This is an optimization exercise on Yosys and OpenROAD, whose aim is small area, a short achievable clock period and few clock cycles per item, not a production implementation. At most, simulation tests tie the RTL to the original design; equivalence was not proved. Function not checked in run 1: the RTL went through the layout flow alone. No activity file was given, so power comes from the tool's default toggle rates.

==> flow/design.v, too long to show whole: its modules and the start of the top module <==
// module alu_core: 117 lines
// module alu_unit: 66 lines
// module booth_mul: 93 lines
// module mul_tree: 1743 lines
// module execute: 34 lines
// module execute_top: 101 lines
module execute_top (
    input  logic        clk,
    input  logic        rst,
    input  logic        flush,
    input  logic        alu_issue,
    input  logic [6:0]  alu_op_code,
    input  logic [2:0]  alu_funct3,
    input  logic [6:0]  alu_funct7,
    input  logic [31:0] alu_imm,
    input  logic [31:0] alu_pc,
    input  logic [31:0] alu_rs1,
    input  logic [31:0] alu_rs2,
    input  logic [5:0]  alu_pd,
    input  logic [4:0]  alu_rd,
    input  logic [4:0]  alu_rob,
    input  logic        alu_pred_taken,
    input  logic [31:0] alu_btb_pc_next,
    input  logic        mul_issue,
    input  logic [2:0]  mul_funct3,
    input  logic [31:0] mul_rs1,
    input  logic [31:0] mul_rs2,
    input  logic [5:0]  mul_pd,
    input  logic [4:0]  mul_rd,
    input  logic [4:0]  mul_rob,
    input  logic [31:0] mul_pc,
    output logic        mul_ready,
    output logic        alu_wb_valid,
    output logic [31:0] alu_pv,
    output logic [5:0]  alu_wb_pd,
    output logic [4:0]  alu_wb_rd,
    output logic [31:0] alu_wb_pc,
    output logic [4:0]  alu_wb_rob,
    output logic [31:0] alu_pc_next,
    output logic        alu_update_pc_next,
    output logic        alu_branch_taken,
    output logic        mul_wb_valid,
    output logic [31:0] mul_pv,
    output logic [5:0]  mul_wb_pd,
    output logic [4:0]  mul_wb_rd,
    output logic [31:0] mul_wb_pc,
    output logic [4:0]  mul_wb_rob
);
  // ...
==> flow/run.sh <==
#!/bin/bash
# synth_recipe.tcl (not shown) runs the flow's synth.tcl, then flattens the netlist and writes it again
# the make line also repeats each setting of config.mk as NAME=value (left out here)
make -C /OpenROAD-flow-scripts/flow DESIGN_CONFIG=/design/flow/config.mk WORK_HOME=/design/flow/orfs CLKGATE_MAP_FILE= SYNTH_SCRIPT=/design/flow/synth_recipe.tcl finish
==> flow/config.mk <==
export PLATFORM = sky130hd
export DESIGN_NAME = execute_top
export DESIGN_NICKNAME = execute_top
export VERILOG_FILES = /design/flow/design.v
export SDC_FILE = /design/flow/constraint.sdc
export NUM_CORES = 4
export LEC_CHECK = 0
export CAP_MARGIN = 20
export CORE_MARGIN = 2
export CORE_UTILIZATION = 40
export SETUP_SLACK_MARGIN = 5
export SLEW_MARGIN = 20
==> flow/constraint.sdc <==
create_clock -name core_clock -period 10.0 [get_ports {clk}]
set_input_delay 2.0000 -clock core_clock [delete_from_list [all_inputs] [get_ports {clk}]]
set_output_delay 2.0000 -clock core_clock [all_outputs]
set_load 0.01 [all_outputs]
==> qor_table.md, run 1 <==
| Metric | Reported |
|---|---|
| Setup slack after placement | 2.55 ns |
| CTS Hold Buffers Added | 0 |
| Fraction of synthesized cell area in xor and xnor cells | 0.143 |
| Power of the combinational group | 0.0130 W |
| Post-synthesis cell area | 52,800 um^2 |
| Area used by multi-input combinational logic | 38,900 um^2 |
| PD cells | 292 nW/um^2 |
| Clock edge transition at the registers on the reported setup and hold paths | 0.06 ns |
| Result of the run | no timing/DRC/antenna violations |
| Combined global-route utilization of all metal layers | 0.326 |
| Per-instance average area after synthesis | 8.86 um^2 |
| CTS sink cnt | 509 |
| Launch point of the worst path | alu_funct7[5] |
| N_taps | 1,755 |
| Initial antenna violation count | 2 |
| Metal3 WL | 22,300 um |
| Post-layout net count | 7,312 |
| Setup skew after layout | 0.0436 ns |
| Data-path buffer share of cell area in the final layout | 0.105 |
| Top_reg_cell synth | sky130_fd_sc_hd__dfxtp_1 |
| Switching portion of total power | 0.503 |
| Worst min-delay path category | flip-flop to flip-flop |
| Total negative slack for setup checks | 0 ns |
| Global routing met2 resource utilization | 0.518 |
| Buffers from clock root to sink, at most | 3 |
| Slowest stage cell, crit path | sky130_fd_sc_hd__a221oi_4 |
| Power share of the clock group | 0.127 |
| Placed Cells | 7,854 |
| TritonCTS clock tree | built |
| Most frequent cell after synthesis | sky130_fd_sc_hd__inv_1 |
| Final setup violation count | 0 |
| Most area-hungry cell type in the Yosys netlist | sky130_fd_sc_hd__dfxtp_1 |
| Area post-placement | 59,100 um^2 |
| Number of cell instances on the worst register-to-register path | 11 |
| Antenna viol nets, final | 0 |
| Largest delay share family, worst path | compound AO/OA/AOI/OAI gates |
| Source of the worst register-to-register timing path | u_execute.u_booth_mul.one1[9] |
| Transition at the pin with the smallest max-transition slack | 1.24 ns |
| Worst hold path startpoint | u_execute.u_booth_mul.tag2[44] |
| Initial Util | 0.402 |
| Final core utilization | 0.476 |
| Critical path, cell by cell | buf_6, nor3_4, buf_6, buf_8, xnor2_2, ha_1, o21a_1, a211oi_4, a211oi_4, a211oi_2, buf_4, a221oi_4, o311ai_2, a211oi_2, o311a_4, nor2_4, a211o_1 |
| Area enclosed by the die boundary | 135,000 um^2 |
| Number of signal-net buffers in the layout | 677 |
==> module alu_core, before the edit <==
module alu_core (
    input  exec_pkg::issue_entry_t  entry,
    output logic [32-1:0]   pv_raw,
    output logic [32-1:0]   tgt,
    output logic                    zero_hi,     
    output logic                    zero_lo,     
    output logic                    sel_pv,      
    output logic                    sel_tgt,     
    output logic                    update_pc_next,
    output logic                    branch_taken
);
    localparam int XL = 32;
    logic [6:0]    op;
    logic [2:0]    f3;
    logic          f7_5;
    logic [XL-1:0] a, b, imm, pc, btb;
    assign op   = entry.op_code;
    assign f3   = entry.funct3;
    assign f7_5 = entry.funct7[5];
    assign imm  = entry.imm;
    assign pc   = entry.pc;
    assign btb  = entry.btb_pc_next;
    assign a    = entry.rs1_v;
    logic is_br, is_jal, is_jalr, is_alu, is_op, use_rs2;
    assign is_br   = op[6] & ~op[2];
    assign is_jal  = op[6] & op[3];
    assign is_jalr = op[6] & op[2] & ~op[3];
    assign is_alu  = ~op[6] & ~op[2];
    assign is_op   = ~op[6] & ~op[2] & op[5];
    assign use_rs2 = op[5] & ~op[2];
    assign b = use_rs2 ? entry.rs2_v : imm;
    logic          sub_ri, sub_rr;
    logic [XL:0]   ri_c, rr_c;
    logic [XL-1:0] ri, rr, rs2;
    assign rs2    = entry.rs2_v;
    assign sub_ri = ~op[2] & f3[1];
    assign sub_rr = op[6] | f3[1] | f7_5;
    assign ri_c   = {1'b0, a} + {1'b0, imm ^ {XL{sub_ri}}} + {{XL{1'b0}}, sub_ri};
    assign rr_c   = {1'b0, a} + {1'b0, rs2 ^ {XL{sub_rr}}} + {{XL{1'b0}}, sub_rr};
    assign ri     = ri_c[XL-1:0];
    assign rr     = rr_c[XL-1:0];
    logic ltu_ri, lt_ri, ltu_rr, lt_rr, ltu, lt, eq;
    assign ltu_ri = ~ri_c[XL];
    assign lt_ri  = (a[XL-1] ^ imm[XL-1]) ? a[XL-1] : ri[XL-1];
    assign ltu_rr = ~rr_c[XL];
    assign lt_rr  = (a[XL-1] ^ rs2[XL-1]) ? a[XL-1] : rr[XL-1];
    assign ltu    = use_rs2 ? ltu_rr : ltu_ri;
    assign lt     = use_rs2 ? lt_rr : lt_ri;
    assign eq     = (a == rs2);
    logic [XL-1:0] sum;
    assign sum = is_op ? rr : ri;
    logic          left, fill;
    logic [XL-1:0] sh_in, sh_out, sh_res;
    logic [2*XL-1:0] sh_wide;
    assign left = ~f3[2];
    assign fill = ~left & f7_5 & a[XL-1];
    always_comb begin
        for (int i = 0; i < XL; i++) begin
            sh_in[i] = left ? a[XL-1-i] : a[i];
        end
    end
    assign sh_wide = {{XL{fill}}, sh_in} >> b[4:0];
    assign sh_out  = sh_wide[XL-1:0];
    always_comb begin
        for (int i = 0; i < XL; i++) begin
            sh_res[i] = left ? sh_out[XL-1-i] : sh_out[i];
        end
    end
    logic [XL-1:0] pc_imm, pc_4;
    assign pc_imm = pc + imm;
    assign pc_4   = {pc[XL-1:2] + 1'b1, pc[1:0]};
    logic [XL-1:0] need_i, gen_i, prop_i;
    logic          eq_imm, eq_4;
    assign prop_i = pc ^ imm;
    assign gen_i  = pc & imm;
    assign need_i = prop_i ^ btb;
    always_comb begin
        eq_imm = ~need_i[0];
        for (int i = 1; i < XL; i++) begin
            eq_imm = eq_imm & (need_i[i] == (gen_i[i-1] | (need_i[i-1] & prop_i[i-1])));
        end
    end
    assign eq_4 = (btb == pc_4);
    logic taken, redirect;
    always_comb begin
        case (f3)
            3'b000:  taken = eq;
            3'b001:  taken = ~eq;
            3'b100:  taken = lt_rr;
            3'b101:  taken = ~lt_rr;
            3'b110:  taken = ltu_rr;
            default: taken = ~ltu_rr;
        endcase
    end
    assign redirect = taken ? (~entry.pred_taken | ~eq_imm) : (entry.pred_taken | ~eq_4);
    logic [XL-1:0] alu_out;
    always_comb begin
        case (f3)
            3'b000:  alu_out = sum;
            3'b001:  alu_out = sh_res;
            3'b010:  alu_out = {sum[XL-1:1], lt};
            3'b011:  alu_out = {sum[XL-1:1], ltu};
            3'b100:  alu_out = a ^ b;
            3'b101:  alu_out = sh_res;
            3'b110:  alu_out = a | b;
            default: alu_out = a & b;
        endcase
    end
    assign pv_raw = op[6] ? pc_4 : (op[2] ? (op[5] ? imm : pc_imm) : alu_out);
    assign tgt    = is_jalr ? {ri[XL-1:1], 1'b0} : pc_imm;
    assign zero_hi        = is_br | (is_alu & (f3[2:1] == 2'b01));
    assign zero_lo        = is_br;
    assign sel_pv         = is_br & redirect & ~taken;
    assign sel_tgt        = is_jal | is_jalr | (is_br & redirect & taken);
    assign update_pc_next = is_jalr | (is_br & redirect);
    assign branch_taken   = is_br & taken;
endmodule
==> module alu_unit, before the edit <==
module alu_unit (
    input  logic                   clk,
    input  logic                   rst,
    input  logic                   flush,
    input  logic                   issue,
    input  exec_pkg::issue_entry_t entry,
    output logic                   wb_valid,
    output exec_pkg::exec_result_t result
);
    logic [32-1:0] pv_raw, tgt;
    logic                  zero_hi, zero_lo, sel_pv, sel_tgt;
    logic                  update_pc_next, branch_taken;
    alu_core u_alu_core (
        .entry          (entry),
        .pv_raw         (pv_raw),
        .tgt            (tgt),
        .zero_hi        (zero_hi),
        .zero_lo        (zero_lo),
        .sel_pv         (sel_pv),
        .sel_tgt        (sel_tgt),
        .update_pc_next (update_pc_next),
        .branch_taken   (branch_taken)
    );
    logic                    valid_q;
    logic [32-1:0]   pv_q, tgt_q, pc_q;
    logic [6-1:0] pd_q;
    logic [4:0]              rd_q;
    logic [5-1:0]  rob_q;
    logic                    zero_hi_q, zero_lo_q, sel_pv_q, sel_tgt_q;
    logic                    update_q, taken_q;
    always_ff @(posedge clk) begin
        if (rst) begin
            valid_q <= 1'b0;
        end else begin
            valid_q <= issue & ~flush;
        end
    end
    always_ff @(posedge clk) begin
        pv_q      <= pv_raw;
        tgt_q     <= tgt;
        pd_q      <= entry.pd;
        rd_q      <= entry.rd;
        pc_q      <= entry.pc;
        rob_q     <= entry.rob_entry;
        zero_hi_q <= zero_hi;
        zero_lo_q <= zero_lo;
        sel_pv_q  <= sel_pv;
        sel_tgt_q <= sel_tgt;
        update_q  <= update_pc_next;
        taken_q   <= branch_taken;
    end
    assign wb_valid = valid_q;
    always_comb begin
        result                = '0;
        result.pv             = {pv_q[32-1:1] & {(32-1){~zero_hi_q}},
                                 pv_q[0] & ~zero_lo_q};
        result.pd             = pd_q;
        result.rd             = rd_q;
        result.pc             = pc_q;
        result.rob_entry      = rob_q;
        result.regf_we        = valid_q;
        result.pc_next        = ({32{sel_pv_q}} & pv_q) | ({32{sel_tgt_q}} & tgt_q);
        result.update_pc_next = update_q;
        result.branch_taken   = taken_q;
    end
endmodule
==> module booth_mul, before the edit <==
module booth_mul (
    input  logic                   clk,
    input  logic                   rst,
    input  logic                   flush,
    input  logic                   issue,
    input  exec_pkg::issue_entry_t entry,
    output logic                   ready,
    output logic                   wb_valid,
    output exec_pkg::exec_result_t result
);
    localparam int XL = 32;
    localparam int TW = 6 + 5 + 5 + XL;    
    exec_pkg::mul_op_e in_op;
    logic              sa, sb;
    logic [XL+1:0]     bx;           
    logic [15:0]       neg, one, two;
    logic              e16;
    logic [TW-1:0]     tag;
    assign in_op = exec_pkg::mul_op_e'(entry.funct3);
    assign sa    = (in_op != exec_pkg::mul_mulhu);
    assign sb    = (in_op == exec_pkg::mul_mul) || (in_op == exec_pkg::mul_mulh);
    assign bx    = {sb & entry.rs2_v[XL-1], entry.rs2_v, 1'b0};
    always_comb begin
        for (int i = 0; i < 16; i++) begin
            neg[i] = bx[2*i+2];
            one[i] = bx[2*i+1] ^ bx[2*i];
            two[i] = (bx[2*i+2] & ~bx[2*i+1] & ~bx[2*i]) | (~bx[2*i+2] & bx[2*i+1] & bx[2*i]);
        end
    end
    assign e16 = entry.rs2_v[XL-1] & ~sb;
    assign tag = {entry.pd, entry.rd, entry.rob_entry, entry.pc};
    logic              v1, lo1, ax1, e16_1;
    logic [XL-1:0]     a1;
    logic [15:0]       neg1, one1, two1;
    logic [TW-1:0]     tag1;
    logic              v2, lo2;
    logic [2*XL-1:0]   x2, y2;
    logic [TW-1:0]     tag2;
    logic              v3;
    logic [XL-1:0]     pv3;
    logic [TW-1:0]     tag3;
    always_ff @(posedge clk) begin
        if (rst) begin
            v1 <= 1'b0;
            v2 <= 1'b0;
            v3 <= 1'b0;
        end else begin
            v1 <= issue;
            v2 <= v1;
            v3 <= v2;
        end
    end
    always_ff @(posedge clk) begin
        lo1   <= (in_op == exec_pkg::mul_mul);
        a1    <= entry.rs1_v;
        ax1   <= sa & entry.rs1_v[XL-1];
        neg1  <= neg;
        one1  <= one;
        two1  <= two;
        e16_1 <= e16;
        tag1  <= tag;
    end
    logic [2*XL-1:0] sx, sy, prod;
    mul_tree u_mul_tree (
        .a   (a1),
        .ax  (ax1),
        .neg (neg1),
        .one (one1),
        .two (two1),
        .e16 (e16_1),
        .x   (sx),
        .y   (sy)
    );
    always_ff @(posedge clk) begin
        lo2  <= lo1;
        x2   <= sx;
        y2   <= sy;
        tag2 <= tag1;
    end
    assign prod = x2 + y2;
    always_ff @(posedge clk) begin
        pv3  <= lo2 ? prod[XL-1:0] : prod[2*XL-1:XL];
        tag3 <= tag2;
    end
    assign ready    = 1'b1;
    assign wb_valid = v3;
    always_comb begin
        result = '0;
        {result.pd, result.rd, result.rob_entry, result.pc} = tag3;
        result.pv      = pv3;
        result.regf_we = v3;
    end
endmodule
==> run 2: changes to the inputs <==
--- a/flow/design.v
+++ b/flow/design.v
@@ -67,6 +67,7 @@
     input  exec_pkg::issue_entry_t  entry,
-    output logic [32-1:0]   pv_raw,
+    output logic [32-1:0]   pv_a,
+    output logic [32-1:0]   pv_b,
     output logic [32-1:0]   tgt,
-    output logic                    zero_hi,     
-    output logic                    zero_lo,     
+    output logic                    sel_a,       
+    output logic                    sel_b,       
     output logic                    sel_pv,      
@@ -80,3 +81,3 @@
     logic          f7_5;
-    logic [XL-1:0] a, b, imm, pc, btb;
+    logic [XL-1:0] a, rs2, imm, pc, btb, b;
     assign op   = entry.op_code;
@@ -88,35 +89,46 @@
     assign a    = entry.rs1_v;
-    logic is_br, is_jal, is_jalr, is_alu, is_op, use_rs2;
-    assign is_br   = op[6] & ~op[2];
-    assign is_jal  = op[6] & op[3];
-    assign is_jalr = op[6] & op[2] & ~op[3];
-    assign is_alu  = ~op[6] & ~op[2];
-    assign is_op   = ~op[6] & ~op[2] & op[5];
-    assign use_rs2 = op[5] & ~op[2];
-    assign b = use_rs2 ? entry.rs2_v : imm;
-    logic          sub_ri, sub_rr;
-    logic [XL:0]   ri_c, rr_c;
-    logic [XL-1:0] ri, rr, rs2;
-    assign rs2    = entry.rs2_v;
-    assign sub_ri = ~op[2] & f3[1];
-    assign sub_rr = op[6] | f3[1] | f7_5;
-    assign ri_c   = {1'b0, a} + {1'b0, imm ^ {XL{sub_ri}}} + {{XL{1'b0}}, sub_ri};
-    assign rr_c   = {1'b0, a} + {1'b0, rs2 ^ {XL{sub_rr}}} + {{XL{1'b0}}, sub_rr};
-    assign ri     = ri_c[XL-1:0];
-    assign rr     = rr_c[XL-1:0];
-    logic ltu_ri, lt_ri, ltu_rr, lt_rr, ltu, lt, eq;
-    assign ltu_ri = ~ri_c[XL];
-    assign lt_ri  = (a[XL-1] ^ imm[XL-1]) ? a[XL-1] : ri[XL-1];
-    assign ltu_rr = ~rr_c[XL];
-    assign lt_rr  = (a[XL-1] ^ rs2[XL-1]) ? a[XL-1] : rr[XL-1];
-    assign ltu    = use_rs2 ? ltu_rr : ltu_ri;
-    assign lt     = use_rs2 ? lt_rr : lt_ri;
-    assign eq     = (a == rs2);
-    logic [XL-1:0] sum;
-    assign sum = is_op ? rr : ri;
+    assign rs2  = entry.rs2_v;
+    logic is_br, is_jal, is_jalr, is_lui, is_auipc, is_alu, is_op, use_rs2;
+    assign is_br    = op[6] & ~op[2];
+    assign is_jal   = op[6] & op[3];
+    assign is_jalr  = op[6] & op[2] & ~op[3];
+    assign is_lui   = ~op[6] & op[2] & op[5];
+    assign is_auipc = ~op[6] & op[2] & ~op[5];
+    assign is_alu   = ~op[6] & ~op[2];
+    assign is_op    = ~op[6] & ~op[2] & op[5];
+    assign use_rs2  = op[5] & ~op[2];
+    assign b = use_rs2 ? rs2 : imm;
+    logic [XL-1:0] rr, ri, pc_imm, pc_4;
+    logic          rr_co, ri_co, pi_co;
+    pfx_add #(.W(XL)) u_rr (
+        .a (a), .b (rs2 ^ {XL{f7_5}}), .cin (f7_5), .s (rr), .cout (rr_co)
+    );
+    pfx_add #(.W(XL)) u_ri (
+        .a (a), .b (imm), .cin (1'b0), .s (ri), .cout (ri_co)
+    );
+    pfx_add #(.W(XL)) u_pi (
+        .a (pc), .b (imm), .cin (1'b0), .s (pc_imm), .cout (pi_co)
+    );
+    assign pc_4 = {pc[XL-1:2] + 1'b1, pc[1:0]};
+    logic [XL-1:0] c_rr_s, c_ri_s;
+    logic          c_rr_co, c_ri_co;
+    pfx_add #(.W(XL)) u_c_rr (
+        .a (a), .b (~rs2), .cin (1'b1), .s (c_rr_s), .cout (c_rr_co)
+    );
+    pfx_add #(.W(XL)) u_c_ri (
+        .a (a), .b (~imm), .cin (1'b1), .s (c_ri_s), .cout (c_ri_co)
+    );
+    logic ltu_rr, lt_rr, ltu_ri, lt_ri, eq_rr;
+    assign ltu_rr = ~c_rr_co;
+    assign lt_rr  = (a[XL-1] ^ rs2[XL-1]) ? a[XL-1] : ltu_rr;
+    assign ltu_ri = ~c_ri_co;
+    assign lt_ri  = (a[XL-1] ^ imm[XL-1]) ? a[XL-1] : ltu_ri;
+    assign eq_rr  = (a == rs2);
     logic          left, fill;
+    logic [4:0]    shamt;
     logic [XL-1:0] sh_in, sh_out, sh_res;
     logic [2*XL-1:0] sh_wide;
-    assign left = ~f3[2];
-    assign fill = ~left & f7_5 & a[XL-1];
+    assign left  = ~f3[2];
+    assign fill  = ~left & f7_5 & a[XL-1];
+    assign shamt = use_rs2 ? rs2[4:0] : imm[4:0];
     always_comb begin
@@ -126,3 +138,3 @@
     end
-    assign sh_wide = {{XL{fill}}, sh_in} >> b[4:0];
+    assign sh_wide = {{XL{fill}}, sh_in} >> shamt;
     assign sh_out  = sh_wide[XL-1:0];
@@ -133,5 +145,2 @@
     end
-    logic [XL-1:0] pc_imm, pc_4;
-    assign pc_imm = pc + imm;
-    assign pc_4   = {pc[XL-1:2] + 1'b1, pc[1:0]};
     logic [XL-1:0] need_i, gen_i, prop_i;
@@ -151,4 +160,4 @@
         case (f3)
-            3'b000:  taken = eq;
-            3'b001:  taken = ~eq;
+            3'b000:  taken = eq_rr;
+            3'b001:  taken = ~eq_rr;
             3'b100:  taken = lt_rr;
@@ -160,19 +169,25 @@
     assign redirect = taken ? (~entry.pred_taken | ~eq_imm) : (entry.pred_taken | ~eq_4);
-    logic [XL-1:0] alu_out;
     always_comb begin
-        case (f3)
-            3'b000:  alu_out = sum;
-            3'b001:  alu_out = sh_res;
-            3'b010:  alu_out = {sum[XL-1:1], lt};
-            3'b011:  alu_out = {sum[XL-1:1], ltu};
-            3'b100:  alu_out = a ^ b;
-            3'b101:  alu_out = sh_res;
-            3'b110:  alu_out = a | b;
-            default: alu_out = a & b;
-        endcase
+        if (op[6])             pv_a = pc_4;
+        else if (op[2])        pv_a = pc_imm;
+        else if (op[5])        pv_a = rr;
+        else                   pv_a = ri;
+    end
+    always_comb begin
+        if (op[2]) begin
+            pv_b = imm;
+        end else begin
+            case (f3)
+                3'b010:  pv_b = {{(XL-1){1'b0}}, use_rs2 ? lt_rr : lt_ri};
+                3'b011:  pv_b = {{(XL-1){1'b0}}, use_rs2 ? ltu_rr : ltu_ri};
+                3'b100:  pv_b = a ^ b;
+                3'b110:  pv_b = a | b;
+                3'b111:  pv_b = a & b;
+                default: pv_b = sh_res;
+            endcase
+        end
     end
-    assign pv_raw = op[6] ? pc_4 : (op[2] ? (op[5] ? imm : pc_imm) : alu_out);
-    assign tgt    = is_jalr ? {ri[XL-1:1], 1'b0} : pc_imm;
-    assign zero_hi        = is_br | (is_alu & (f3[2:1] == 2'b01));
-    assign zero_lo        = is_br;
+    assign sel_a   = (op[6] & op[2]) | is_auipc | (is_alu & (f3 == 3'b000));
+    assign sel_b   = is_lui | (is_alu & (f3 != 3'b000));
+    assign tgt            = is_jalr ? {ri[XL-1:1], 1'b0} : pc_imm;
     assign sel_pv         = is_br & redirect & ~taken;
@@ -182,2 +197,60 @@
 endmodule
+module pfx_add #(
+    parameter int W      = 32,
+    parameter int SPARSE = 0
+) (
+    input  logic [W-1:0] a,
+    input  logic [W-1:0] b,
+    input  logic         cin,
+    output logic [W-1:0] s,
+    output logic         cout
+);
+    localparam int N  = W + 1;    
+    localparam int LG = $clog2(N);
+    logic [N-1:0] g, p;
+    always_comb begin
+        logic [N-1:0] gg, pp;
+        gg[0] = cin;
+        pp[0] = 1'b0;
+        for (int i = 0; i < W; i++) begin
+            gg[i+1] = a[i] & b[i];
+            pp[i+1] = a[i] ^ b[i];
+        end
+        p = pp;
+        if (SPARSE == 0) begin
+            for (int k = 0; k < LG; k++) begin
+                for (int i = 0; i < N; i++) begin
+                    if (((i >> k) & 1) != 0) begin
+                        gg[i] = gg[i] | (pp[i] & gg[((i >> k) << k) - 1]);
+                        pp[i] = pp[i] & pp[((i >> k) << k) - 1];
+                    end
+                end
+            end
+        end else begin
+            for (int k = 0; k < LG; k++) begin
+                for (int i = 0; i < N; i++) begin
+                    if (i % (2 << k) == (2 << k) - 1) begin
+                        gg[i] = gg[i] | (pp[i] & gg[i - (1 << k)]);
+                        pp[i] = pp[i] & pp[i - (1 << k)];
+                    end
+                end
+            end
+            for (int k = LG - 1; k >= 0; k--) begin
+                for (int i = 0; i < N; i++) begin
+                    if (i >= (3 << k) - 1 && i % (2 << k) == (1 << k) - 1) begin
+                        gg[i] = gg[i] | (pp[i] & gg[i - (1 << k)]);
+                        pp[i] = pp[i] & pp[i - (1 << k)];
+                    end
+                end
+            end
+        end
+        g = gg;
+    end
+    always_comb begin
+        for (int i = 0; i < W; i++) begin
+            s[i] = p[i+1] ^ g[i];
+        end
+    end
+    assign cout = g[W];
+endmodule
 `default_nettype wire
@@ -194,4 +267,4 @@
 );
-    logic [32-1:0] pv_raw, tgt;
-    logic                  zero_hi, zero_lo, sel_pv, sel_tgt;
+    logic [32-1:0] pv_a, pv_b, tgt;
+    logic                  sel_a, sel_b, sel_pv, sel_tgt;
     logic                  update_pc_next, branch_taken;
@@ -199,6 +272,7 @@
         .entry          (entry),
-        .pv_raw         (pv_raw),
+        .pv_a           (pv_a),
+        .pv_b           (pv_b),
         .tgt            (tgt),
-        .zero_hi        (zero_hi),
-        .zero_lo        (zero_lo),
+        .sel_a          (sel_a),
+        .sel_b          (sel_b),
         .sel_pv         (sel_pv),
@@ -209,3 +283,3 @@
     logic                    valid_q;
-    logic [32-1:0]   pv_q, tgt_q, pc_q;
+    logic [32-1:0]   pva_q, pvb_q, tgt_q, pc_q;
     logic [6-1:0] pd_q;
@@ -213,3 +287,3 @@
     logic [5-1:0]  rob_q;
-    logic                    zero_hi_q, zero_lo_q, sel_pv_q, sel_tgt_q;
+    logic                    sel_a_q, sel_b_q, sel_pv_q, sel_tgt_q;
     logic                    update_q, taken_q;
@@ -223,3 +297,4 @@
     always_ff @(posedge clk) begin
-        pv_q      <= pv_raw;
+        pva_q     <= pv_a;
+        pvb_q     <= pv_b;
         tgt_q     <= tgt;
@@ -229,4 +304,4 @@
         rob_q     <= entry.rob_entry;
-        zero_hi_q <= zero_hi;
-        zero_lo_q <= zero_lo;
+        sel_a_q   <= sel_a;
+        sel_b_q   <= sel_b;
         sel_pv_q  <= sel_pv;
@@ -239,4 +314,3 @@
         result                = '0;
-        result.pv             = {pv_q[32-1:1] & {(32-1){~zero_hi_q}},
-                                 pv_q[0] & ~zero_lo_q};
+        result.pv             = ({32{sel_a_q}} & pva_q) | ({32{sel_b_q}} & pvb_q);
         result.pd             = pd_q;
@@ -246,3 +320,3 @@
         result.regf_we        = valid_q;
-        result.pc_next        = ({32{sel_pv_q}} & pv_q) | ({32{sel_tgt_q}} & tgt_q);
+        result.pc_next        = ({32{sel_pv_q}} & pva_q) | ({32{sel_tgt_q}} & tgt_q);
         result.update_pc_next = update_q;
@@ -333,3 +407,6 @@
     end
-    assign prod = x2 + y2;
+    logic prod_co;
+    pfx_add #(.W(2*XL), .SPARSE(1)) u_final (
+        .a (x2), .b (y2), .cin (1'b0), .s (prod), .cout (prod_co)
+    );
     always_ff @(posedge clk) begin
--- a/flow/config.mk
+++ b/flow/config.mk
@@ -7,2 +7,3 @@
 export LEC_CHECK = 0
+export ABC_AREA = 1
 export CAP_MARGIN = 20
==> run 2 against run 1 <==
Against the previous run:
- sequential share of layout area rose by 1.6 points
- synthesized cell count is 8.1% higher
- largest cell class unchanged
- setup slack worse by 0.046 ns
- first-iteration DRC count is 3.1% lower
- sequential power increased by 4%
- highest routed layer unchanged
- critical path type is now flip-flop to output port
- combinational power shrank 21%
==> qor_table.md, run 2 <==
| Metric | Reported | Delta |
|---|---|---|
| Maximum clock rate | 0.196 GHz |  |
| Number of fillers in the final layout | 12,600 |  |
| Most frequent cells in the layout | 1,007 x sky130_fd_sc_hd__inv_1, 1,005 x sky130_fd_sc_hd__nand2_1, 621 x sky130_fd_sc_hd__xor2_1, 541 x sky130_fd_sc_hd__fa_1, 539 x sky130_fd_sc_hd__dfxtp_1 |  |
| Warnings from Yosys | 6 |  |
| Post-layout net count | 7,932 | +8.5% |
| Power share of the clock group | 0.149 | +0.022 |
| Maximum number of pins on one net before global-route repair | 82 |  |
| Antenna viol nets, final | 0 | unchanged |
| Transition at the pin with the smallest max-transition slack | 1.12 ns | -0.115 ns |
| Number of global-route vias before repair | 47,300 |  |
| Post-synthesis cell area | 51,600 um^2 | -2.3% |
| Initial antenna violation count | 9 | +7 |
| Detailed-route wire length | 213,000 um |  |
| Total number of H-tree levels | 2 |  |
| Max FFs per register | 64 |  |
| Layout overhead on the synthesized area | 16.6% |  |
| Crit path buffers/inverters | 2 |  |
| Share of Yosys cell area claimed by the top area cell type | 0.210 |  |
| Fin crit share | 0.509 |  |
| Post-synthesis cell type count | 53 |  |
| Vias per cell | 5.66 |  |
| Seq pwr share | 0.194 |  |
| Worst Setup Path Type | flip-flop to output port |  |
| CTS Hold Buffers Added | 0 | unchanged |
| Number of standard cells after synthesis | 6,444 |  |
| Per-instance average area after synthesis | 8.01 um^2 | -9.6% |
| Average detailed-routed wire length per instance | 25.2 um |  |
| Result of the run | no timing/DRC/antenna violations |  |
| Slack of the worst reg-to-reg path | 5.12 ns |  |
| Number of remaining DRC errors | 0 |  |
| Total net switching power | 0.00753 W |  |
| Unrepaired setup endpoints after global routing | yes |  |
| Critical path, cell by cell | clkinvlp_4, o21ai_0, clkdlybuf4s50_1 |  |
| Number of flops mapped to enable cells by yosys | 0 |  |
| Largest delay share family, worst path | buffers and inverters |  |
| Top area cells in the synthesized netlist | sky130_fd_sc_hd__dfxtp_1 21%, sky130_fd_sc_hd__fa_1 21%, sky130_fd_sc_hd__xor2_1 11%, sky130_fd_sc_hd__ha_1 8.1%, sky130_fd_sc_hd__inv_1 7.5% |  |
| Total number of vias | 47,900 |  |
| Max Fanout on Critical Path | 32 |  |
| Number of max-slew violations in the final report | 0 |  |
| Lkg Pwr | 28.6 nW |  |
| Largest registers | u_execute.u_booth_mul.x2: 64 flops, u_execute.u_booth_mul.y2: 63 flops |  |
| Area of the placeable core | 128,000 um^2 |  |
| Most flops, register | u_execute.u_booth_mul.x2 |  |
| Clock edge transition at the registers on the reported setup and hold paths | 0.06 ns | about the same |
| Combined global-route utilization of all metal layers | 0.316 | -0.00992 |
| CTS sink cnt | 541 | +6.3% |
| Arrival time reported for the critical path endpoint | 3.09 ns |  |
| Sequential cell area fraction in the yosys report | 0.210 |  |
| Number of I/O pins | 511 |  |
| Final setup violation count | 0 | unchanged |
| Setup skew after layout | 0.0491 ns | +0.00554 ns |
| Area enclosed by the die boundary | 132,000 um^2 | -2.3% |
| Most frequent cell after synthesis | sky130_fd_sc_hd__inv_1 |  |
| Number of buffers inserted during clock tree synthesis | 59 |  |
| Critical path required time | 8.00 ns |  |
| Clock latency on the worst-skew pair | 0.70 ns |  |
| Final Wtd Congestion | 0.981 |  |
| IR Drop Worst-Case VDD | 0.226 mV |  |
| Most instantiated cells after synthesis | 1,025 x sky130_fd_sc_hd__inv_1, 1,007 x sky130_fd_sc_hd__nand2_1, 621 x sky130_fd_sc_hd__xor2_1, 541 x sky130_fd_sc_hd__dfxtp_1, 541 x sky130_fd_sc_hd__fa_1 |  |
| Initial Util | 0.404 | +0.00117 |
| Syn nets | 7,635 |  |
| Number of cells upsized or downsized after cts | 3 |  |
| Fin. Hold Viols | 0 |  |
| Biggest cell delay along the critical path | 0.82 ns |  |
| Top_reg_cell synth | sky130_fd_sc_hd__dfxtp_1 |  |
| Total non-filler cell area in the finished layout | 60,200 um^2 |  |
| Most common cell after layout, fill and taps aside | sky130_fd_sc_hd__inv_1 |  |
| Worst min-delay path category | flip-flop to flip-flop |  |
| Type of element capturing the critical path | output port |  |
| TritonCTS clock tree | built |  |
| Total negative slack for setup checks | 0 ns | unchanged |
| Buffers from clock root to sink, at most | 3 | unchanged |
| Setup repair bufs after CTS | 0 |  |
| Minimum clock period | 5.09 ns |  |
| Type of element launching the critical path | flip-flop |  |
| Post-detailed-placement half-perimeter wirelength | 159,000 um |  |
| Ratio of cells with drive above 1 in the final layout | 0.0427 |  |
| X dimension of the die | 363 um |  |
| Number of max-cap violations | 0 |  |
| Area post-placement | 58,000 um^2 | -1.8% |
| Design internal power | 0.00822 W |  |
| Die Ht | 363 um |  |
| Violation count after the first detailed-route iteration | 5,094 |  |
| PD cells | 262 nW/um^2 | -10% |
| Drt pass-1 iters | 8 |  |
| FP Rows | 131 |  |
| Switching portion of total power | 0.478 | -0.0253 |
| Root cell of the clock tree | sky130_fd_sc_hd__clkbuf_16 |  |
| Async set-or-reset flop fraction in the synthesized netlist | 0 |  |
| First-pass GRT wire length | 309,000 um |  |
| Combinational group share of total power | 0.657 |  |
| Most area-hungry cell type in the Yosys netlist | sky130_fd_sc_hd__dfxtp_1 |  |
| Global-route congestion overflow total | 0 |  |
| Relative max-transition margin | 0.248 |  |
| Total of flip-flops plus latches after synthesis | 541 |  |
| Number of port buffers | 500 |  |
| Slowest stage cell, crit path | sky130_fd_sc_hd__o21ai_0 |  |
run 2: layout make-up:
cell class | count | area, um^2 | area share
multi-input combinational | 4489 | 35400 | 0.589
sequential | 541 | 10800 | 0.180
timing repair buffer | 606 | 5800 | 0.0963
inverter | 1044 | 3940 | 0.0654
tap | 1662 | 2080 | 0.0346
clock buffer | 83 | 1710 | 0.0284
clock inverter | 23 | 393 | 0.00653
antenna | 3 | 7.51 | 0.000125
run 2: through the flow:
stage | hold WS [ns] | cells | total power (W) | util | setup WS, ns
2_1_floorplan | 0.310 | 6444 | 0.00921 | - | 5.30
3_3_place_gp | 0.310 | 8342 | 0.0131 | 0.454 | 3.91
3_5_place_dp | 0.312 | 8342 | 0.0133 | 0.454 | 3.87
4_1_cts | 0.309 | 8448 | 0.0157 | 0.470 | 4.79
5_1_grt | 0.301 | 8448 | 0.0172 | 0.471 | 4.88
6_report | 0.303 | 8451 | 0.0157 | 0.471 | 4.91
run 2: layer usage:
layer	share of wire	global-route usage	vias to the layer above
met3	0.099	0.0695	665
met2	0.45	0.510	2778
li1	-	-	21400
met4	0.073	0.190	4
met1	0.38	0.387	23000
met5	0.00014	0	-
run 2: power by group through the flow:
stage / clock (W) / sequential [W] / combinational, W
2_1_floorplan: 0 / 0.00307 / 0.00613
3_3_place_gp: 0 / 0.00308 / 0.0100
3_5_place_dp: 0 / 0.00309 / 0.0102
4_1_cts: 0.00240 / 0.00305 / 0.0102
5_1_grt: 0.00250 / 0.00309 / 0.0116
6_report: 0.00235 / 0.00305 / 0.0103
run 2: path summary, 6_finish.rpt:
check                                 from                            to  cells after the start
max          u_execute.u_alu_unit.sel_pv_q               alu_pc_next[30]                      3
min              u_execute.u_booth_mul.lo1     u_execute.u_booth_mul.lo2                      0
max reg2reg  u_execute.u_booth_mul.two1[5]  u_execute.u_booth_mul.x2[40]                     13
min reg2reg      u_execute.u_booth_mul.lo1     u_execute.u_booth_mul.lo2                      0
run 2: logic make-up after synthesis:
group                    share of synthesized area
buffers and inverters                        0.105
XOR/XNOR                                     0.111
AND/OR/NAND/NOR                              0.152
adder cells (fa/ha/maj)                      0.291
AO/OA/AOI/OAI                                0.127
multiplexers                               0.00325
other                                    0.0000727
flip-flops                                   0.210
Testbench counts of run 2, summed over its fixed seeds: cycles 536, muls 512.
==> run 3: changes to the inputs <==
==> flow/flow/run.sh (new file) <==
#!/bin/bash
set -o pipefail
export SETUP_SLACK_MARGIN=6
bash standard.sh > standard.log 2>&1
==> flow/standard.sh (new file) <==
#!/bin/bash
# synth_recipe.tcl (not shown) runs the flow's synth.tcl, then flattens the netlist and writes it again
# the make line also repeats each setting of config.mk as NAME=value (left out here)
make -C /OpenROAD-flow-scripts/flow DESIGN_CONFIG=/design/flow/config.mk WORK_HOME=/design/flow/orfs CLKGATE_MAP_FILE= SYNTH_SCRIPT=/design/flow/synth_recipe.tcl "${@:-finish}"
--- a/flow/config.mk
+++ b/flow/config.mk
@@ -11,3 +11,2 @@
 export CORE_UTILIZATION = 40
-export SETUP_SLACK_MARGIN = 5
 export SLEW_MARGIN = 20
removed: flow/run.sh
==> run 3 against run 2 <==
Against the previous run:
- still clean
- wire length grew 6.1%
- register-to-register slack gained 0.70 ns
- via count grew 3.1%
- critical path depth grew 11
==> qor_table.md, run 3 <==
| Metric | Reported | Delta |
|---|---|---|
| Most area-hungry cell type in the Yosys netlist | sky130_fd_sc_hd__dfxtp_1 |  |
| Slack of the worst reg-to-reg path | 5.82 ns | +0.70 ns |
| Syn nets | 7,635 | unchanged |
| Post-synthesis cell area | 51,600 um^2 | unchanged |
| Hold path endpoint | u_execute.u_booth_mul.tag2[36] |  |
| Critical path required time | 10.55 ns | +2.55 ns |
| Most frequent cell after synthesis | sky130_fd_sc_hd__inv_1 |  |
| TritonCTS clock tree | built |  |
| Number of standard cells after synthesis | 6,444 | unchanged |
| Max Fanout on Critical Path | 5 | -84% |
| CTS sink cnt | 541 | unchanged |
| Most common cell after layout, fill and taps aside | sky130_fd_sc_hd__nand2_1 |  |
| Minimum clock period | 4.18 ns | -0.907 ns |
| Most flops, register | u_execute.u_booth_mul.x2 |  |
| Top area cells in the synthesized netlist | sky130_fd_sc_hd__dfxtp_1 21%, sky130_fd_sc_hd__fa_1 21%, sky130_fd_sc_hd__xor2_1 11%, sky130_fd_sc_hd__ha_1 8.1%, sky130_fd_sc_hd__inv_1 7.5% |  |
| Crit path buffers/inverters | 6 | +4 |
| Final core utilization | 0.508 | +0.0378 |
| Reg2Reg Capture Point | u_execute.u_booth_mul.x2[40] |  |
| IR Drop Worst-Case VDD | 0.245 mV | +8.6% |
| CTS Hold Buffers Added | 0 | unchanged |
| Ratio of cells with drive above 1 in the final layout | 0.127 | +0.0846 |
| Final std cells w/o fill | 8,639 | +2.2% |
| Number of flops mapped to enable cells by yosys | 0 | unchanged |
| Unrepaired setup endpoints after global routing | yes |  |
| Final setup violation count | 0 | unchanged |
| Drt pass-1 iters | 8 | unchanged |
| Post-detailed-placement half-perimeter wirelength | 160,000 um | +0.56% |
| Placed Cells | 8,347 | +0.060% |
| Slowest stage cell, crit path | sky130_fd_sc_hd__fa_1 |  |
| Total negative slack for setup checks | 0 ns | unchanged |
| Post-synthesis cell type count | 53 | unchanged |
| Antenna viol nets, final | 0 | unchanged |
| Buffers from clock root to sink, at most | 3 | unchanged |
| Largest delay share family, worst path | adder cells |  |
| Area enclosed by the die boundary | 132,000 um^2 | unchanged |
| Number of buffers inserted during clock tree synthesis | 61 | +3.4% |
| Root cell of the clock tree | sky130_fd_sc_hd__clkbuf_16 |  |
| Result of the run | no timing/DRC/antenna violations |  |
| Share of Yosys cell area claimed by the top area cell type | 0.210 | unchanged |
| Worst min-delay path category | flip-flop to flip-flop |  |
| PD cells | 251 nW/um^2 | -4.3% |
| First-pass GRT wire length | 322,000 um | +4.2% |
| Arrival time reported for the critical path endpoint | 4.73 ns | +1.64 ns |
| Number of port buffers | 500 | unchanged |
| Warnings from Yosys | 6 | unchanged |
| Initial Util | 0.404 | unchanged |
| Post-layout net count | 8,118 | +2.3% |
| Die Ht | 363 um | unchanged |
| FP Rows | 131 | unchanged |
| Number of max-cap violations | 0 | unchanged |
| Layout overhead on the synthesized area | 26.0% |  |
| Maximum clock rate | 0.239 GHz | +22% |
| Async set-or-reset flop fraction in the synthesized netlist | 0 | unchanged |
| Number of cell instances on the worst register-to-register path | 14 | +1 |
| Type of element capturing the critical path | flip-flop |  |
| Global-route congestion overflow total | 0 | unchanged |
| Combined global-route utilization of all metal layers | 0.332 | +0.0154 |
| Worst hold path startpoint | u_execute.u_booth_mul.tag1[36] |  |
| Largest registers | u_execute.u_booth_mul.x2: 64 flops, u_execute.u_booth_mul.y2: 63 flops |  |
| Area of the placeable core | 128,000 um^2 | unchanged |
| Setup skew after layout | 0.0671 ns | +0.0180 ns |
| Clock edge transition at the registers on the reported setup and hold paths | 0.06 ns | about the same |
| Number of global-route vias before repair | 48,800 | +3.1% |
| Transition at the pin with the smallest max-transition slack | 1.05 ns | -0.0749 ns |
| Number of max-slew violations in the final report | 0 | unchanged |
| Critical path, cell by cell | clkinvlp_4, buf_12, buf_12, o22ai_4, xor2_2, fa_2, inv_2, fa_1, fa_1, inv_2, fa_2, fa_2, inv_1, fa_1 |  |
| Worst Setup Path Type | flip-flop to flip-flop |  |
| Average detailed-routed wire length per instance | 26.2 um | +3.8% |
| Fin. Hold Viols | 0 | unchanged |
| Total number of vias | 49,400 | +3.1% |
| Initial antenna violation count | 15 | +6 |
| X dimension of the die | 363 um | unchanged |
| Type of element launching the critical path | flip-flop |  |
| Detailed-route wire length | 226,000 um | +6.1% |
| Sequential cell area fraction in the yosys report | 0.210 | unchanged |
| Maximum number of pins on one net before global-route repair | 54 | -34% |
| Max FFs per register | 64 | unchanged |
| Most instantiated cells after synthesis | 1,025 x sky130_fd_sc_hd__inv_1, 1,007 x sky130_fd_sc_hd__nand2_1, 621 x sky130_fd_sc_hd__xor2_1, 541 x sky130_fd_sc_hd__dfxtp_1, 541 x sky130_fd_sc_hd__fa_1 |  |
| Per-instance average area after synthesis | 8.01 um^2 | unchanged |
| Lkg Pwr | 31.1 nW | +8.8% |
| Number of I/O pins | 511 | unchanged |
| Vias per cell | 5.71 | +0.88% |
| Cell count of the worst hold path | 0 | unchanged |
| Relative max-transition margin | 0.300 | +0.0516 |
| Clock latency on the worst-skew pair | 0.72 ns | +0.02 ns |
| Most frequent cells in the layout | 987 x sky130_fd_sc_hd__nand2_1, 939 x sky130_fd_sc_hd__inv_1, 600 x sky130_fd_sc_hd__xor2_1, 505 x sky130_fd_sc_hd__dfxtp_1, 504 x sky130_fd_sc_hd__nand3_1 |  |
| Fin crit share | 0.418 | -0.0907 |
| Violation count after the first detailed-route iteration | 5,356 | +5.1% |
| Total of flip-flops plus latches after synthesis | 541 | unchanged |
| Final Wtd Congestion | 0.991 | +0.98% |
| Total number of H-tree levels | 2 | unchanged |
| Source of the worst register-to-register timing path | u_execute.u_booth_mul.one1[5] |  |
| Top_reg_cell synth | sky130_fd_sc_hd__dfxtp_1 |  |
| Number of remaining DRC errors | 0 | unchanged |
| Biggest cell delay along the critical path | 0.56 ns | -0.26 ns |
==> run 3: cell counts after synthesis <==
No cell type changed its count.
==> run 3: kinds of logic after synthesis <==
| family | after synthesis | synth area share |
|---|---|---|
| and+or+nand+nor | 1846 | 0.152 |
| muxes | 15 | 0.00325 |
| xor gates and xnor gates | 655 | 0.111 |
| adders and majority gates | 877 | 0.291 |
| DFF | 541 | 0.210 |
| AOI/OAI and AO/OA | 1095 | 0.127 |
| buffers and inverters | 1414 | 0.105 |
| other | 1 | 0.0000727 |
==> run 3: cell type report <==
type	count	area, um^2
Antenna cell	3	7.51
Clock buffer	83	1670
Clock inverter	27	433
Fill cell	12100	62800
Inverter	1044	4170
Multi-Input combinational cell	4493	37100
Sequential cell	541	10900
Tap cell	1662	2080
Timing Repair Buffer	782	8580
Timing Repair inverter	4	30.0
==> run 3: worst max-delay path by stage <==
stage                                   from                             end  slack, ns  cells after the start
2_1_floorplan                  alu_funct7[5]  u_execute.u_alu_unit.pva_q[16]       5.72                     15
3_3_place_gp                  alu_op_code[5]   u_execute.u_alu_unit.pvb_q[4]       3.98                     11
3_5_place_dp                  alu_op_code[5]   u_execute.u_alu_unit.pvb_q[4]       4.01                     11
4_1_cts         u_execute.u_alu_unit.sel_a_q                      alu_pv[21]       5.75                      3
5_1_grt        u_execute.u_booth_mul.one1[5]    u_execute.u_booth_mul.x2[37]       5.75                     13
6_report       u_execute.u_booth_mul.one1[5]    u_execute.u_booth_mul.x2[40]       5.82                     14
==> run 3: layer usage <==
layer / part of all wire / vias up / GRT usage
met3: 0.099 / 835 / 0.0672
met1: 0.37 / 23800 / 0.399
li1: - / 21800 / -
met2: 0.45 / 2970 / 0.540
met4: 0.081 / 8 / 0.216
met5: 0.00025 / - / 0.000726
==> run 3: repair_timing <==
action / 4_1_cts / 5_1_grt
cloned: 25 / 7
resized for setup: 678 / 396
endpoints found under the setup margin: 219 / 156
pin swaps: 56 / 106
setup buffers: 89 / 58
==> run 3: through the flow <==
| stage | setup slack (ns) | power, W | cell area, um^2 | hold slack, ns |
|---|---|---|---|---|
| after global placement | 3.98 | 0.0129 | 58200 | 0.310 |
| final | 5.82 | 0.0163 | 65000 | 0.321 |
| after detailed placement | 4.01 | 0.0131 | 58200 | 0.312 |
| after global routing | 5.75 | 0.0176 | 65000 | 0.327 |
| after floorplan | 5.72 | 0.00922 | 51800 | 0.310 |
| after CTS | 5.75 | 0.0158 | 63400 | 0.320 |
==> run 3: power by group <==
part | internal, W | switching [W]
combinational | 0.00433 | 0.00650
sequential | 0.00283 | 0.000244
clock | 0.00140 | 0.000983
total | 0.00856 | 0.00773
==> run 4: changes to the inputs <==
==> flow/flow/run.sh (replaced) <==
#!/bin/bash
set -o pipefail
export SETUP_SLACK_MARGIN=6.5
export BUFFER_PORTS_ARGS="-buffer_cell sky130_fd_sc_hd__buf_2"
bash standard.sh > standard.log 2>&1
==> run 4 against run 3 <==
Against the previous run:
- critical endpoint unchanged
- largest power group unchanged
- synthesized cell count unchanged
- global-route usage increased by 0.34 points
- design area increased by 5.9%
- core utilization increased by 3.0 points
- power increased by 1.1%
- non-clock buffer count increased by 123
- maximum frequency increased by 3.0%
- register-to-register slack improved by 0.12 ns
- highest routed layer unchanged
==> qor_table.md, run 4 <==
| Metric | Reported | Delta |
|---|---|---|
| Post-synthesis cell area | 51,600 um^2 | unchanged |
| Transition at the pin with the smallest max-transition slack | 0.970 ns | -0.0771 ns |
| Combined global-route utilization of all metal layers | 0.335 | +0.00344 |
| Relative max-transition margin | 0.353 | +0.0531 |
| Total number of H-tree levels | 2 | unchanged |
| Final std cells w/o fill | 8,781 | +1.6% |
| Total number of vias | 51,200 | +3.7% |
| TritonCTS clock tree | built |  |
| Worst hold path startpoint | u_execute.u_booth_mul.tag1[37] |  |
| Number of remaining DRC errors | 0 | unchanged |
| Setup slack after placement | 4.50 ns | +0.490 ns |
| Initial antenna violation count | 18 | +3 |
| Maximum number of pins on one net before global-route repair | 63 | +17% |
| Number of max-slew violations in the final report | 0 | unchanged |
| Launch point of the worst path | u_execute.u_booth_mul.a1[30] |  |
| Share of Yosys cell area claimed by the top area cell type | 0.210 | unchanged |
| Arrival time reported for the critical path endpoint | 4.67 ns | -0.06 ns |
| Buffers from clock root to sink, at most | 3 | unchanged |
| Detailed-route wire length | 235,000 um | +3.9% |
| Area enclosed by the die boundary | 132,000 um^2 | unchanged |
| Number of I/O pins | 511 | unchanged |
| Drt pass-1 iters | 8 | unchanged |
| Lkg Pwr | 32.3 nW | +3.8% |
| Most frequent cell after synthesis | sky130_fd_sc_hd__inv_1 |  |
| Source of the worst register-to-register timing path | u_execute.u_booth_mul.a1[30] |  |
| Ratio of cells with drive above 1 in the final layout | 0.286 | +0.159 |
| Area of the placeable core | 128,000 um^2 | unchanged |
| Worst-case setup margin in the final layout | 5.94 ns | +0.122 ns |
| Most flops, register | u_execute.u_booth_mul.x2 |  |
| Reg2Reg Capture Point | u_execute.u_booth_mul.x2[40] |  |
| Post-layout net count | 8,253 | +1.7% |
| Fin crit share | 0.406 | -0.0122 |
| Async set-or-reset flop fraction in the synthesized netlist | 0 | unchanged |
| Average detailed-routed wire length per instance | 26.7 um | +2.2% |
| Number of cell instances on the worst register-to-register path | 13 | -1 |
| Number of max-cap violations | 0 | unchanged |
| Top area cells in the synthesized netlist | sky130_fd_sc_hd__dfxtp_1 21%, sky130_fd_sc_hd__fa_1 21%, sky130_fd_sc_hd__xor2_1 11%, sky130_fd_sc_hd__ha_1 8.1%, sky130_fd_sc_hd__inv_1 7.5% |  |
| FP Rows | 131 | unchanged |
| Fin. Hold Viols | 0 | unchanged |
| Vias per cell | 5.83 | +2.0% |
| Setup skew after layout | 0.0521 ns | -0.0150 ns |
| Slack of the worst reg-to-reg path | 5.94 ns | +0.12 ns |
| Number of standard cells after synthesis | 6,444 | unchanged |
| Most frequent cells in the layout | 913 x sky130_fd_sc_hd__nand2_1, 876 x sky130_fd_sc_hd__inv_1, 569 x sky130_fd_sc_hd__xor2_1, 482 x sky130_fd_sc_hd__dfxtp_1, 453 x sky130_fd_sc_hd__fa_1 |  |
| CTS sink cnt | 541 | unchanged |
| Placed Cells | 8,320 | -0.32% |
| Post-detailed-placement half-perimeter wirelength | 157,000 um | -1.8% |
| Most area-hungry cell type in the Yosys netlist | sky130_fd_sc_hd__dfxtp_1 |  |
| Unrepaired setup endpoints after global routing | yes |  |
| IR Drop Worst-Case VDD | 0.301 mV | +23% |
| Root cell of the clock tree | sky130_fd_sc_hd__clkbuf_16 |  |
| Per-instance average area after synthesis | 8.01 um^2 | unchanged |
| Sequential cell area fraction in the yosys report | 0.210 | unchanged |
| Worst Setup Path Type | flip-flop to flip-flop |  |
| Post-synthesis cell type count | 53 | unchanged |
| Result of the run | no timing/DRC/antenna violations |  |
| Warnings from Yosys | 6 | unchanged |
| Initial Util | 0.404 | unchanged |
| Total negative slack for setup checks | 0 ns | unchanged |
| CTS Hold Buffers Added | 0 | unchanged |
| Critical path required time | 10.61 ns | +0.06 ns |
| Number of port buffers | 500 | unchanged |
| Antenna viol nets, final | 0 | unchanged |
| Type of element launching the critical path | flip-flop |  |
| Top_reg_cell synth | sky130_fd_sc_hd__dfxtp_1 |  |
| Cell count of the worst hold path | 0 | unchanged |
| First-pass GRT wire length | 326,000 um | +1.1% |
| Largest registers | u_execute.u_booth_mul.x2: 64 flops, u_execute.u_booth_mul.y2: 63 flops |  |
| Max FFs per register | 64 | unchanged |
| Worst min-delay path category | flip-flop to flip-flop |  |
| Hold path endpoint | u_execute.u_booth_mul.tag2[37] |  |
| Final setup violation count | 0 | unchanged |
| Most common cell after layout, fill and taps aside | sky130_fd_sc_hd__nand2_1 |  |
| Type of element capturing the critical path | flip-flop |  |
| Number of buffers inserted during clock tree synthesis | 58 | -4.9% |
| Most instantiated cells after synthesis | 1,025 x sky130_fd_sc_hd__inv_1, 1,007 x sky130_fd_sc_hd__nand2_1, 621 x sky130_fd_sc_hd__xor2_1, 541 x sky130_fd_sc_hd__dfxtp_1, 541 x sky130_fd_sc_hd__fa_1 |  |
| Total of flip-flops plus latches after synthesis | 541 | unchanged |
| Global-route congestion overflow total | 0 | unchanged |
| Number of global-route vias before repair | 49,200 | +0.99% |
| Number of flops mapped to enable cells by yosys | 0 | unchanged |
| Clock edge transition at the registers on the reported setup and hold paths | 0.06 ns | about the same |
| Violation count after the first detailed-route iteration | 6,123 | +14% |
| Maximum clock rate | 0.246 GHz | +3.0% |
| Die Ht | 363 um | unchanged |
| Layout overhead on the synthesized area | 33.4% |  |
| Max Fanout on Critical Path | 6 | +1 |
| Minimum clock period | 4.06 ns | -0.122 ns |
| Syn nets | 7,635 | unchanged |
| Final Wtd Congestion | 1.07 | +7.9% |
| PD cells | 239 nW/um^2 | -4.6% |
| Clock latency on the worst-skew pair | 0.67 ns | -0.05 ns |
| X dimension of the die | 363 um | unchanged |
-- run 4: cell type report --
class	instances	area [um^2]
fillers	11600	59000
multi-input cells	4495	40200
flip-flops and latches	541	11000
repair buffers	905	8690
inverters	1044	4640
well taps	1662	2080
clock buffers	73	1640
clock inverters	32	402
repair inverters	17	155
diodes	12	30.0
-- run 4: cells by family after synthesis --
family | Yosys count | synth area share
other | 1 | 0.0000727
AND/OR/NAND/NOR | 1846 | 0.152
flip-flops | 541 | 0.210
adder cells (fa/ha/maj) | 877 | 0.291
buffers and inverters | 1414 | 0.105
multiplexers | 15 | 0.00325
AO/OA/AOI/OAI | 1095 | 0.127
XOR/XNOR | 655 | 0.111
-- run 4: per-layer routing --
metal	vias to the layer above	wire length, um	track usage
li1	22100	-	-
met1	24600	83300	0.401
met2	3536	105000	0.531
met3	1030	25700	0.0771
met4	4	21200	0.240
met5	-	27	0
-- run 4: how the worst max path moves through the flow --
stage,endpoint,slack (ns),cells after the start
after floorplan,u_execute.u_alu_unit.pva_q[16],5.72,15
after global placement,u_execute.u_alu_unit.pvb_q[15],4.51,12
after detailed placement,u_execute.u_alu_unit.pvb_q[15],4.50,12
after CTS,u_execute.u_booth_mul.x2[29],5.97,14
after global routing,u_execute.u_booth_mul.x2[34],5.83,15
final,u_execute.u_booth_mul.x2[40],5.94,13
-- run 4: timing repair --
item / 4_1_cts / 5_1_grt
gates resized for setup: 1010 / 681
endpoints found under the setup margin: 262 / 227
pin swaps: 172 / 236
cloned: 44 / 32
setup buffers: 157 / 111
-- run 4: through the flow --
| step | area [um^2] | power (W) | utilization | hold slack, ns |
|---|---|---|---|---|
| finish | 68900 | 0.0165 | 0.539 | 0.324 |
| global route | 68800 | 0.0178 | 0.538 | 0.322 |
| CTS | 64600 | 0.0158 | 0.505 | 0.326 |
| detailed placement | 56600 | 0.0129 | 0.442 | 0.312 |
| global placement | 56600 | 0.0126 | 0.442 | 0.310 |
| floorplan | 54200 | 0.00942 | - | 0.310 |
-- run 4: report_power, final --
group / internal, W / total, W / leakage (nW) / switching (W)
sequential: 0.00283 / 0.00308 / 4.58 / 0.000255
clock: 0.00134 / 0.00232 / 0.982 / 0.000977
combinational: 0.00446 / 0.0111 / 26.7 / 0.00660
-- run 4: worst max-delay path, stage by stage, from the launching register on --
cell and delay [ns]:
sky130_fd_sc_hd__dfxtp_4 0.38, sky130_fd_sc_hd__inv_8 0.06, sky130_fd_sc_hd__buf_12 0.16, sky130_fd_sc_hd__buf_6 0.14
sky130_fd_sc_hd__o22ai_2 0.17, sky130_fd_sc_hd__xor2_1 0.19, sky130_fd_sc_hd__ha_2 0.34, sky130_fd_sc_hd__fa_2 0.56
sky130_fd_sc_hd__fa_1 0.40, sky130_fd_sc_hd__inv_1 0.08, sky130_fd_sc_hd__fa_2 0.44, sky130_fd_sc_hd__fa_2 0.54
sky130_fd_sc_hd__inv_2 0.04, sky130_fd_sc_hd__fa_2 0.50
==> run 5: changes to the inputs <==
==> flow/flow/run.sh (replaced) <==
#!/bin/bash
set -o pipefail
export SETUP_SLACK_MARGIN=6
export BUFFER_PORTS_ARGS="-buffer_cell sky130_fd_sc_hd__buf_2"
bash standard.sh > standard.log 2>&1
==> run 5 against run 4 <==
Against the previous run:
- count of clock-buffer cells in the layout is 9 higher
- flip-flop and latch count unchanged
- setup slack worse by 0.14 ns
- largest cell class unchanged
- die area is the same
- combinational power down 6%
- critical path type unchanged
- clock power is 3% lower
- maximum frequency decreased by 3.4%
- worst hold slack worse by 0.0015 ns
- clock skew shrank 0.0057 ns
==> qor_table.md, run 5 <==
| Metric | Reported | Delta |
|---|---|---|
| Result of the run | no timing/DRC/antenna violations |  |
| Most instantiated cells after synthesis | 1,025 x sky130_fd_sc_hd__inv_1, 1,007 x sky130_fd_sc_hd__nand2_1, 621 x sky130_fd_sc_hd__xor2_1, 541 x sky130_fd_sc_hd__dfxtp_1, 541 x sky130_fd_sc_hd__fa_1 |  |
| Vias per cell | 5.69 | -2.3% |
| Worst Setup Path Type | flip-flop to flip-flop |  |
| Lkg Pwr | 30.1 nW | -6.7% |
| Largest registers | u_execute.u_booth_mul.x2: 64 flops, u_execute.u_booth_mul.y2: 63 flops |  |
| Top area cells in the synthesized netlist | sky130_fd_sc_hd__dfxtp_1 21%, sky130_fd_sc_hd__fa_1 21%, sky130_fd_sc_hd__xor2_1 11%, sky130_fd_sc_hd__ha_1 8.1%, sky130_fd_sc_hd__inv_1 7.5% |  |
| Minimum clock period | 4.20 ns | +0.144 ns |
| X dimension of the die | 363 um | unchanged |
| Final Wtd Congestion | 1.06 | -0.71% |
| Area enclosed by the die boundary | 132,000 um^2 | unchanged |
| PD cells | 254 nW/um^2 | +6.3% |
| Post-detailed-placement half-perimeter wirelength | 157,000 um | +0.29% |
| Unrepaired setup endpoints after global routing | yes |  |
| Root cell of the clock tree | sky130_fd_sc_hd__clkbuf_16 |  |
| FP Rows | 131 | unchanged |
| Clock edge transition at the registers on the reported setup and hold paths | 0.06 ns | about the same |
| TritonCTS clock tree | built |  |
| Layout overhead on the synthesized area | 19.7% |  |
| Total of flip-flops plus latches after synthesis | 541 | unchanged |
| Buffers from clock root to sink, at most | 3 | unchanged |
| Final setup violation count | 0 | unchanged |
| Max Fanout on Critical Path | 5 | -1 |
| Top_reg_cell synth | sky130_fd_sc_hd__dfxtp_1 |  |
| Antenna viol nets, final | 0 | unchanged |
| Most area-hungry cell type in the Yosys netlist | sky130_fd_sc_hd__dfxtp_1 |  |
| Most frequent cell after synthesis | sky130_fd_sc_hd__inv_1 |  |
| Arrival time reported for the critical path endpoint | 4.71 ns | +0.04 ns |
| Most flops, register | u_execute.u_booth_mul.x2 |  |
| Warnings from Yosys | 6 | unchanged |
| Final core utilization | 0.483 | -0.0553 |
| Area of the placeable core | 128,000 um^2 | unchanged |
| Initial antenna violation count | 16 | -2 |
| Type of element launching the critical path | flip-flop |  |
| IR Drop Worst-Case VDD | 0.226 mV | -25% |
| Drt pass-1 iters | 7 | -1 |
| Most common cell after layout, fill and taps aside | sky130_fd_sc_hd__nand2_1 |  |
| Sequential cell area fraction in the yosys report | 0.210 | unchanged |
| Max FFs per register | 64 | unchanged |
| Detailed-route wire length | 219,000 um | -6.5% |
| Number of buffers inserted during clock tree synthesis | 59 | +1.7% |
| Cell count of the worst hold path | 0 | unchanged |
| Number of flops mapped to enable cells by yosys | 0 | unchanged |
| Clock latency on the worst-skew pair | 0.69 ns | +0.02 ns |
| Post-synthesis cell type count | 53 | unchanged |
| Total number of H-tree levels | 2 | unchanged |
| Number of port buffers | 500 | unchanged |
| Number of I/O pins | 511 | unchanged |
| Area post-placement | 55,700 um^2 | -1.6% |
| Post-layout net count | 8,097 | -1.9% |
| Number of max-slew violations in the final report | 0 | unchanged |
| Number of remaining DRC errors | 0 | unchanged |
| Hold path endpoint | u_execute.u_booth_mul.tag3[5] |  |
| Most frequent cells in the layout | 996 x sky130_fd_sc_hd__nand2_1, 933 x sky130_fd_sc_hd__inv_1, 594 x sky130_fd_sc_hd__xor2_1, 507 x sky130_fd_sc_hd__nand3_1, 500 x sky130_fd_sc_hd__fa_1 |  |
| Total negative slack for setup checks | 0 ns | unchanged |
| Worst-case setup margin in the final layout | 5.80 ns | -0.144 ns |
| Async set-or-reset flop fraction in the synthesized netlist | 0 | unchanged |
| Total non-filler cell area in the finished layout | 61,800 um^2 | -10% |
| Critical path required time | 10.50 ns | -0.11 ns |
| Number of global-route vias before repair | 47,800 | -2.9% |
| Per-instance average area after synthesis | 8.01 um^2 | unchanged |
| Violation count after the first detailed-route iteration | 5,759 | -5.9% |
| Slack of the worst reg-to-reg path | 5.80 ns | -0.14 ns |
| Transition at the pin with the smallest max-transition slack | 0.945 ns | -0.0251 ns |
| Reg2Reg Capture Point | u_execute.u_booth_mul.x2[30] |  |
| Setup slack after placement | 4.51 ns | +0.00792 ns |
| Hold WS | 0.322 ns | -0.00148 ns |
| Number of cell instances on the worst register-to-register path | 13 | unchanged |
| Die Ht | 363 um | unchanged |
| CTS Hold Buffers Added | 0 | unchanged |
| Relative max-transition margin | 0.369 | +0.0159 |
| Setup skew after layout | 0.0463 ns | -0.00572 ns |
| Number of max-cap violations | 0 | unchanged |
| Global-route congestion overflow total | 0 | unchanged |
| Maximum number of pins on one net before global-route repair | 68 | +7.9% |
| Fin crit share | 0.420 | +0.0144 |
| Syn nets | 7,635 | unchanged |
| Source of the worst register-to-register timing path | u_execute.u_booth_mul.one1[0] |  |
| First-pass GRT wire length | 313,000 um | -4.0% |
| Maximum clock rate | 0.238 GHz | -3.4% |
| Share of Yosys cell area claimed by the top area cell type | 0.210 | unchanged |
| Initial Util | 0.404 | unchanged |
| Post-synthesis cell area | 51,600 um^2 | unchanged |
| Type of element capturing the critical path | flip-flop |  |
| Number of standard cells after synthesis | 6,444 | unchanged |
| Worst min-delay path category | flip-flop to flip-flop |  |
| Total number of vias | 49,100 | -4.0% |
| Ratio of cells with drive above 1 in the final layout | 0.183 | -0.103 |
| Combined global-route utilization of all metal layers | 0.321 | -0.0139 |
| CTS sink cnt | 541 | unchanged |
| Fin. Hold Viols | 0 | unchanged |
| Average detailed-routed wire length per instance | 25.4 um | -4.9% |
| Worst hold path startpoint | u_execute.u_booth_mul.tag2[5] |  |
## run 5: timing repair
| action | in CTS | in global routing |
|---|---|---|
| cloned | 24 | 4 |
| endpoints found under the hold margin | 0 | 0 |
| gates resized for setup | 393 | 257 |
| setup endpoints to repair | 187 | 134 |
| buffers inserted | 91 | 46 |
| pin swaps | 40 | 96 |
## run 5: cell type report
type | count | area [um^2]
multi-input combinational | 4490 | 36700
timing repair inverter | 6 | 42.5
sequential | 541 | 10900
fill | 12400 | 66100
clock inverter | 29 | 322
clock buffer | 82 | 1680
timing repair buffer | 764 | 5900
inverter | 1044 | 4140
tap | 1662 | 2080
antenna | 9 | 22.5
## run 5: critical path, stage by stage (launching register included)
cell and delay (ns):
sky130_fd_sc_hd__dfxtp_4 0.39, sky130_fd_sc_hd__clkinvlp_4 0.23, sky130_fd_sc_hd__o22ai_2 0.23, sky130_fd_sc_hd__xor2_1 0.13, sky130_fd_sc_hd__fa_1 0.57, sky130_fd_sc_hd__inv_2 0.04, sky130_fd_sc_hd__fa_1 0.46, sky130_fd_sc_hd__fa_1 0.52
sky130_fd_sc_hd__inv_1 0.06, sky130_fd_sc_hd__fa_1 0.36, sky130_fd_sc_hd__inv_1 0.08, sky130_fd_sc_hd__fa_1 0.40, sky130_fd_sc_hd__inv_1 0.08, sky130_fd_sc_hd__fa_1 0.46
## run 5: routing by layer
metal,share of wire,wire length [um],global-route usage
met5,0.000032,7,0
met4,0.085,18600,0.226
met3,0.11,23200,0.0756
met1,0.36,79900,0.384
met2,0.45,97700,0.509
## run 5: through the flow
stage,instances,power [W]
6_report,8627,0.0157
3_5_place_dp,8342,0.0128
4_1_cts,8568,0.0153
2_1_floorplan,6444,0.00922
3_3_place_gp,8341,0.0126
5_1_grt,8618,0.0170
## run 5: worst max-delay path by stage
| stage | end | startpoint | slack [ns] |
|---|---|---|---|
| 4_1_cts | u_execute.u_booth_mul.x2[34] | u_execute.u_booth_mul.one1[1] | 5.86 |
| 2_1_floorplan | u_execute.u_alu_unit.pva_q[16] | alu_funct7[5] | 5.72 |
| 3_3_place_gp | u_execute.u_alu_unit.pvb_q[8] | alu_op_code[5] | 4.50 |
| 5_1_grt | u_execute.u_booth_mul.x2[29] | u_execute.u_booth_mul.one1[0] | 5.75 |
| 6_report | u_execute.u_booth_mul.x2[30] | u_execute.u_booth_mul.one1[0] | 5.80 |
| 3_5_place_dp | u_execute.u_alu_unit.pvb_q[8] | alu_op_code[5] | 4.51 |
## run 5: kinds of logic after synthesis
group,after synthesis,synth area share
compound gates,1095,0.127
xor+xnor,655,0.111
fa+ha+maj,877,0.291
buf+inv,1414,0.105
flops,541,0.210
mux,15,0.00325
other cells,1,0.0000727
simple gates,1846,0.152
## run 5: power by group
part           leakage [nW]  internal, W  switching (W)
Sequential             4.57      0.00283       0.000233
Clock                 0.981      0.00129       0.000973
Combinational          24.6      0.00404        0.00634

[what the ideal ports hide]
In the flow no input, the clock included, has a driving cell. The finished layouts below were timed again as built, in two steps. Step 1 sets driving cells, clkbuf_16 on the clock port and buf_2 on the other inputs (assumed; they add their load-dependent delay and slew). Step 2 times the ports against the registers' clock, not the clock port: input delays grow and output delays shrink by t, the midpoint of the rising clock arrivals with the driver on. Slacks: ideal ports / drivers / drivers and shift; pairs: ideal ports / drivers.
run	shift t [ns]	slack for setup (ns)	slew at the worst register clock pin (ns)
run 1	0.762	4.957 / 4.975 / 4.213	0.07 / 0.07
run 2	0.753	4.911 / 4.834 / 4.254	0.07 / 0.07
run 3	0.770	5.817 / 5.817 / 5.299	0.07 / 0.07
run 4	0.715	5.940 / 5.940 / 5.456	0.07 / 0.07
run 5	0.746	5.796 / 5.796 / 5.348	0.07 / 0.07
After both steps setup and hold are still met in every run listed. The setup slack of run 1, which loses most, moves by +0.018 ns with the drivers and by -0.744 ns with both steps.
